Background: an optimization exercise with open tools, aiming at small area, a short achievable clock period and few clock cycles per item. Do not read the settings as production practice. The RTL was checked by simulation tests, not by an equivalence proof against the original design. Power figures rest on the tool's default switching activity, not on a simulated workload.

==> flow/design.v <==
package sparse_batch_accum_pkg;
  localparam int DATA_W = 8;
  localparam int RES_W  = 32;
  localparam int IDX_W  = 4;
  localparam int BATCH  = 32;
  function automatic int bw(input int v);
    if (v <= 2) begin
      bw = 1;
    end else begin
      bw = $clog2(v);
    end
  endfunction
  typedef enum logic [1:0] {
    ACCUM = 2'd0,
    FLUSH = 2'd1,
    DRAIN = 2'd2
  } state_t;
endpackage
module sparse_mac_stage #(
  parameter int DATA_W = sparse_batch_accum_pkg::DATA_W,
  parameter int RES_W  = sparse_batch_accum_pkg::RES_W
) (
  input  logic [RES_W-1:0]    acc_cur,
  input  logic [2*DATA_W-1:0] prod,
  output logic [RES_W-1:0]    acc_new,
  output logic                ovf
);
  localparam int PW = 2*DATA_W;
  localparam int HW = RES_W - PW;
  logic [PW:0]   lo;
  logic [HW-1:0] hi, hi_inc, hi_dec, hi_new;
  logic          c, s, up, dn, ovf_p, ovf_n;
  assign lo     = {1'b0, acc_cur[PW-1:0]} + {1'b0, prod};
  assign hi     = acc_cur[RES_W-1:PW];
  assign hi_inc = hi + 1'b1;
  assign hi_dec = hi - 1'b1;
  assign c      = lo[PW];
  assign s      = prod[PW-1];
  assign up     = c & ~s;
  assign dn     = s & ~c;
  assign ovf_p  = up & (hi == {1'b0, {(HW-1){1'b1}}});
  assign ovf_n  = dn & (hi == {1'b1, {(HW-1){1'b0}}});
  assign ovf    = ovf_p | ovf_n;
  assign hi_new = up ? hi_inc : (dn ? hi_dec : hi);
  always_comb begin
    if (ovf_p) begin
      acc_new = {1'b0, {(RES_W-1){1'b1}}};
    end else if (ovf_n) begin
      acc_new = {1'b1, {(RES_W-1){1'b0}}};
    end else begin
      acc_new = {hi_new, lo[PW-1:0]};
    end
  end
endmodule
module sparse_batch_accum #(
  parameter int DATA_W = sparse_batch_accum_pkg::DATA_W,
  parameter int RES_W  = sparse_batch_accum_pkg::RES_W,
  parameter int IDX_W  = sparse_batch_accum_pkg::IDX_W,
  parameter int BATCH  = sparse_batch_accum_pkg::BATCH
) (
  input  logic              clk,
  input  logic              rst,
  input  logic              in_valid,
  output logic              in_ready,
  input  logic [DATA_W-1:0] in_data,
  input  logic [DATA_W-1:0] in_weight,
  input  logic [IDX_W-1:0]  in_idx,
  input  logic              in_last,
  output logic              out_valid,
  input  logic              out_ready,
  output logic [RES_W-1:0]  out_data,
  output logic [IDX_W-1:0]  out_idx,
  output logic              out_last,
  output logic [sparse_batch_accum_pkg::bw(BATCH+1)-1:0] sample_cnt
  , output logic            sat_flag
);
  localparam int NACC  = 2**IDX_W;
  localparam int CNT_W = sparse_batch_accum_pkg::bw(BATCH+1);
  localparam int PW    = 2*DATA_W;
  typedef enum logic [2:0] {
    ACCUM = 3'd0,
    WAIT1 = 3'd1,
    WAIT2 = 3'd2,
    LOAD  = 3'd3,
    DRAIN = 3'd4
  } st_t;
  st_t                state, state_nxt;
  logic               accept, handshake, done;
  logic               last_sample;
  logic               s0_valid;
  logic [DATA_W-1:0]  s0_data, s0_weight;
  logic [IDX_W-1:0]   s0_idx, s0_idx_nxt;
  logic               s1_valid;
  logic [IDX_W-1:0]   s1_idx;
  logic [PW-1:0]      s1_prod;
  logic [RES_W-1:0]   s1_acc;
  logic               s1_fwd;
  logic               s1_load;
  logic               s2_valid;
  logic [IDX_W-1:0]   s2_idx;
  logic [RES_W-1:0]   s2_res;
  logic [RES_W-1:0]   acc [NACC];
  logic [NACC-1:0]    acc_vld;
  logic [RES_W-1:0]   rd_val;
  logic [RES_W-1:0]   add_in, add_out;
  logic               add_ovf;
  assign accept    = in_valid & in_ready;
  assign handshake = out_valid & out_ready;
  assign done      = handshake & out_last;
  assign last_sample = (sample_cnt == CNT_W'(BATCH - 1));
  always_comb begin
    state_nxt  = state;
    s0_idx_nxt = in_idx;
    case (state)
      ACCUM: begin
        if (accept && in_last && last_sample) state_nxt = WAIT1;
      end
      WAIT1: begin
        state_nxt  = WAIT2;
        s0_idx_nxt = '0;
      end
      WAIT2: begin
        state_nxt  = LOAD;
        s0_idx_nxt = '0;
      end
      LOAD: begin
        state_nxt  = DRAIN;
        s0_idx_nxt = IDX_W'(1);
      end
      DRAIN: begin
        s0_idx_nxt = handshake ? s0_idx + 1'b1 : s0_idx;
        if (done) state_nxt = ACCUM;
      end
      default: begin
        state_nxt = ACCUM;
      end
    endcase
  end
  always_ff @(posedge clk or posedge rst) begin
    if (rst) begin
      state      <= ACCUM;
      in_ready   <= 1'b0;
      out_valid  <= 1'b0;
      out_last   <= 1'b0;
      out_idx    <= '0;
      sample_cnt <= '0;
      s0_valid   <= 1'b0;
      s1_valid   <= 1'b0;
      s2_valid   <= 1'b0;
      acc_vld    <= '0;
    end else begin
      state     <= state_nxt;
      in_ready  <= (state_nxt == ACCUM);
      out_valid <= (state_nxt == DRAIN);
      if (state == LOAD) begin
        out_idx  <= '0;
        out_last <= 1'b0;
      end else if (handshake) begin
        out_idx  <= out_idx + 1'b1;
        out_last <= (out_idx == IDX_W'(NACC - 2));
      end
      if (done) begin
        sample_cnt <= '0;
      end else if (accept && in_last) begin
        sample_cnt <= sample_cnt + 1'b1;
      end
      s0_valid <= accept;
      s1_valid <= s0_valid;
      s2_valid <= s1_valid;
      if (done) begin
        acc_vld <= '0;
      end else if (s2_valid) begin
        acc_vld[s2_idx] <= 1'b1;
      end
    end
  end
  always_ff @(posedge clk or posedge rst) begin
    if (rst) begin
      sat_flag <= 1'b0;
    end else if (done) begin
      sat_flag <= 1'b0;
    end else if (s1_valid && add_ovf) begin
      sat_flag <= 1'b1;
    end
  end
  always_ff @(posedge clk) begin
    s0_data   <= in_data;
    s0_weight <= in_weight;
    s0_idx    <= s0_idx_nxt;
  end
  always_comb begin
    if (s2_valid && (s2_idx == s0_idx)) begin
      rd_val = s2_res;
    end else if (acc_vld[s0_idx]) begin
      rd_val = acc[s0_idx];
    end else begin
      rd_val = '0;
    end
  end
  assign s1_load = (state != DRAIN) | out_ready;
  always_ff @(posedge clk) begin
    s1_idx  <= s0_idx;
    s1_prod <= $signed(s0_data) * $signed(s0_weight);
    s1_fwd  <= s1_valid & (s1_idx == s0_idx);
    if (s1_load) begin
      s1_acc <= rd_val;
    end
  end
  assign out_data = s1_acc;
  assign add_in = s1_fwd ? s2_res : s1_acc;
  sparse_mac_stage #(.DATA_W(DATA_W), .RES_W(RES_W)) u_mac (
    .acc_cur(add_in), .prod(s1_prod), .acc_new(add_out), .ovf(add_ovf)
  );
  always_ff @(posedge clk) begin
    s2_idx <= s1_idx;
    s2_res <= add_out;
  end
  always_ff @(posedge clk) begin
    if (s2_valid) begin
      acc[s2_idx] <= s2_res;
    end
  end
endmodule
==> flow/run.sh <==
#!/bin/bash
# synth_recipe.tcl (not shown) runs the flow's synth.tcl, then flattens the netlist and writes it again
# the make line also repeats each setting of config.mk as NAME=value (left out here)
make -C /OpenROAD-flow-scripts/flow DESIGN_CONFIG=/design/flow/config.mk WORK_HOME=/design/flow/orfs CLKGATE_MAP_FILE= SYNTH_SCRIPT=/design/flow/synth_recipe.tcl finish
==> flow/config.mk <==
export PLATFORM = sky130hd
export DESIGN_NAME = sparse_batch_accum
export DESIGN_NICKNAME = sparse_batch_accum
export VERILOG_FILES = /design/flow/design.v
export SDC_FILE = /design/flow/constraint.sdc
export NUM_CORES = 4
export LEC_CHECK = 0
export CAP_MARGIN = 20
export CORE_MARGIN = 2
export CORE_UTILIZATION = 40
export SLEW_MARGIN = 20
==> flow/constraint.sdc <==
create_clock -name core_clock -period 8.0 [get_ports {clk}]
set_input_delay 1.6000 -clock core_clock [delete_from_list [all_inputs] [get_ports {clk}]]
set_output_delay 1.6000 -clock core_clock [all_outputs]
set_load 0.01 [all_outputs]
==> notes.md <==
worst reg2reg max path: stages (launching register included):
cell and delay (ns):
dfxtp_1 0.38, and2_1 0.23, fa_1 0.50, inv_1 0.06, fa_1 0.49, inv_1 0.05, fa_1 0.52, inv_1 0.05
fa_1 0.47, inv_1 0.04, ha_1 0.30, o21ai_0 0.11, a21boi_0 0.16, o21ai_0 0.23, a21oi_1 0.12, o21ai_0 0.22
mux2i_1 0.21, nand2_1 0.07
cells by family after synthesis:
family                   Yosys count  synth area share
AO/OA/AOI/OAI                    166            0.0344
adder cells (fa/ha/maj)          113            0.0631
multiplexers                     217             0.147
XOR/XNOR                          60            0.0181
flip-flops                       661             0.651
buffers and inverters            167            0.0245
AND/OR/NAND/NOR                  346            0.0615
layout make-up:
type,count,share of cell area
clock buffer,92,0.0599
clock inverter,40,0.0118
inverter,96,0.0108
multi-input combinational,902,0.285
sequential,661,0.569
tap,950,0.0358
timing repair buffer,96,0.0273
registers in the layout, summed over array words and instances, names as in the netlist, named ones only:
name	count
acc	512
acc_vld	16
in_ready	1
out_idx	4
out_last	1
out_valid	1
s0_data	8
s0_idx	4
s0_valid	1
s0_weight	8
s1_acc	32
s1_fwd	1
s1_idx	4
s1_prod	16
s1_valid	1
s2_idx	4
s2_res	32
s2_valid	1
sample_cnt	6
sat_flag	1
state	3
layer usage:
metal / share of wire / global-route usage / up-vias / wire [um]
li1: - / - / 6776 / -
met1: 0.45 / 0.254 / 7990 / 29800
met2: 0.48 / 0.291 / 398 / 31900
met3: 0.052 / 0.0339 / 95 / 3440
met4: 0.021 / 0.0489 / 0 / 1400
met5: 0 / 0 / - / 0
cell usage in the layout, fill, tap and decap left out, types with 37 or more instances in the layout:
cell type and n:
nand2_1 96, clkbuf_16 75, ha_1 56, clkdlybuf4s50_1 70
nor2_1 61, mux4_2 164, o21ai_0 67, and2_1 48
a21oi_1 46, xnor2_1 38, edfxtp_1 548, nand2b_1 37
inv_1 96, dfxtp_1 72, fa_1 56
worst max path at each step:
stage	start	end	slack [ns]
after global placement	s1_fwd	sat_flag	3.71
after global routing	s1_fwd	sat_flag	3.27
final	s0_data[7]	s1_prod[14]	3.66
after CTS	s1_fwd	sat_flag	3.60
after detailed placement	s1_fwd	s2_res[25]	3.62
after floorplan	s0_weight[2]	s1_prod[14]	3.98
stage by stage:
step / setup slack [ns] / total power, uW / instances / hold WS (ns) / area [um2]
2_1_floorplan: 3.98 / 8460 / 1730 / 0.331 / 29000
3_3_place_gp: 3.71 / 9830 / 2705 / 0.340 / 30800
3_5_place_dp: 3.62 / 9930 / 2705 / 0.336 / 30800
4_1_cts: 3.60 / 13300 / 2837 / 0.348 / 33200
5_1_grt: 3.27 / 13900 / 2837 / 0.353 / 33200
6_report: 3.66 / 13100 / 2837 / 0.345 / 33200
power groups by stage:
stage | registers, uW | clock network [uW] | logic (uW)
4_1_cts | 5590 | 3370 | 4310
3_3_place_gp | 5600 | 0 | 4230
5_1_grt | 5690 | 3510 | 4690
2_1_floorplan | 5200 | 0 | 3260
6_report | 5580 | 3310 | 4250
3_5_place_dp | 5650 | 0 | 4270
==> impl_metrics.json <==
{
  "outcome": "finished clean",
  "leakage_uw": 0.0115,
  "final_core_util": 0.464,
  "cts_made_buffers": 72,
  "critPathRequiredTime_ns": 8.48,
  "drc_errors": 0,
  "worst_path_largest_cell_delay_ns": 0.52,
  "path_max_fanout": 8,
  "synth_fp_nets": 1867,
  "cts_hold_buf": 0,
  "synth_cell_types": 67,
  "fin_setup_tns_ns": 0,
  "fin_skew_ns": 0.0263,
  "path_buf_inv": 4,
  "tritoncts": "yes",
  "hp-class": "flip-flop to flip-flop",
  "cts-root-buf": "clkbuf_16",
  "fin_crit_sh": 0.543,
  "synth_common_cells": "548 x edfxtp_1, 164 x mux4_2, 96 x inv_1, 96 x nand2_1, 77 x dfxtp_1",
  "drt-initial-drc-count": 1495,
  "die_y_um": 273,
  "syn_to_final_growth_pct": 14.5,
  "worst_r2r_path_depth": 17,
  "synth_area_mm2": 0.0290,
  "ant_nets": 0,
  "antennaDiodeCount": 0,
  "ys_ff_latch": 661,
  "fillCellCount": 6128,
  "port_buffers": 70,
  "syn_area_per_cell_um2": 16.8,
  "dieArea_mm2": 0.0747,
  "die_width_um": 273,
  "min_path_cells": 0,
  "worstSetupPathType": "flip-flop to flip-flop",
  "grt_first_pass_wirelength_um": 100000,
  "setup_viol": 0,
  "cts.clk_slew.worst_paths_ns": 0.07,
  "vdd_drop_max_mv": 0.304,
  "ys.flop_type": "edfxtp_1",
  "clock-sinks": 661,
  "grt_pass1_vias": 15948,
  "switching_share": 0.333,
  "power.net_switching_uw": 4380,
  "num_vias": 15259,
  "drt_pass1_iterations": 5,
  "crit-reg2reg-launch": "s0_data[7]",
  "place_congestion": 0.822,
  "clock_path_buffers": 3,
  "grt_setup_unrepaired": "false",
  "htreeDepth": 3,
  "powerDensity_mw_per_mm2": 396,
  "initial_utilization": 0.405,
  "final_hold_viol_count": 0,
  "period_needed_ns": 4.34,
  "comb_power_share": 0.324,
  "cpMaxStageDelayCell": "fa_1",
  "insertion_delay_ns": 0.62,
  "grt_usage": 0.181,
  "slew_viol_final": 0,
  "grt-ovfl-total": 0,
  "arrival_ns": 4.82,
  "worst-r2r-setup-slack_ns": 3.66,
  "clockPowerShare": 0.252,
  "core_mm2": 0.0716,
  "startpoint_type": "flip-flop",
  "end_kind": "flip-flop",
  "multi_input_area_mm2": 0.00947,
  "regToRegEndpoint": "s1_prod[14]",
  "async_flop_share": 0.0545,
  "fmax_mhz": 230,
  "fin_nets": 1966,
  "synthCells": 1730,
  "cts.repair.resized": 0,
  "cp_top_family": "adder cells",
  "p_int_uw": 8760,
  "pin_count": 71,
  "dp_hpwl_um": 36800,
  "tightest_slew_ns": 1.06,
  "layout-drive-gt1-share": 0.195,
  "synthMostInstantiatedCell": "edfxtp_1",
  "synthTopCellsByArea": "edfxtp_1 57%, mux4_2 13%, dfxtp_1 5.3%, fa_1 3.9%, dfrtp_1 3.1%",
  "crit_path_cell_trace": "and2_1 > fa_1 > inv_1 > fa_1 > inv_1 > fa_1 > inv_1 > fa_1 > inv_1 > ha_1 > o21ai_0 > a21boi_0 > o21ai_0 > a21oi_1 > o21ai_0 > mux2i_1 > nand2_1",
  "path_depth": 17,
  "holdPathEnd": "s1_valid",
  "grt_max_degree": 96,
  "synth_top_area_cell": "edfxtp_1",
  "antenna_found_initial": 2,
  "rows": 98,
  "postCtsSetupBuffers": 0,
  "max-slew-margin-rel": 0.294,
  "synth-edff-count": 548,
  "ff_latch_area_mm2": 0.0189,
  "ys_warn_count": 2,
  "vias_per_cell": 5.38,
  "drv_cap": 0,
  "seq_area_frac_synth": 0.651,
  "pwr-share-seq": 0.424,
  "yosys.area.top_type_share": 0.567,
  "routedWlPerCell_um": 23.5,
  "hp-start": "s0_valid",
  "wl_um": 66500
}
Testbench counts, summed over its fixed seeds: cycles 5,258, items 4,650.

[port drivers added, routing unchanged]
In the flow no input, the clock included, has a driving cell. The finished layout below was timed again as built, in two steps.
Step 1: set_driving_cell puts a clkbuf_16 on clk and a buf_2 on each other input, an assumption about the parent block.
Step 2, shift: input delay + t, output delay - t, t = (earliest + latest rising clock arrival at the registers) / 2. This alone moves slack from input paths to output paths.
a / b / c = ideal ports / drivers / drivers and shift; a / b = the first two.
t (ns): 0.665
slack for setup (ns): 3.657 / 3.657 / 3.657
worst data-port slew with drivers (ns): 0.04
After both steps this run still meets setup and hold. The setup slack of this run moves by 0.000 ns with the drivers and by 0.000 ns with both steps.
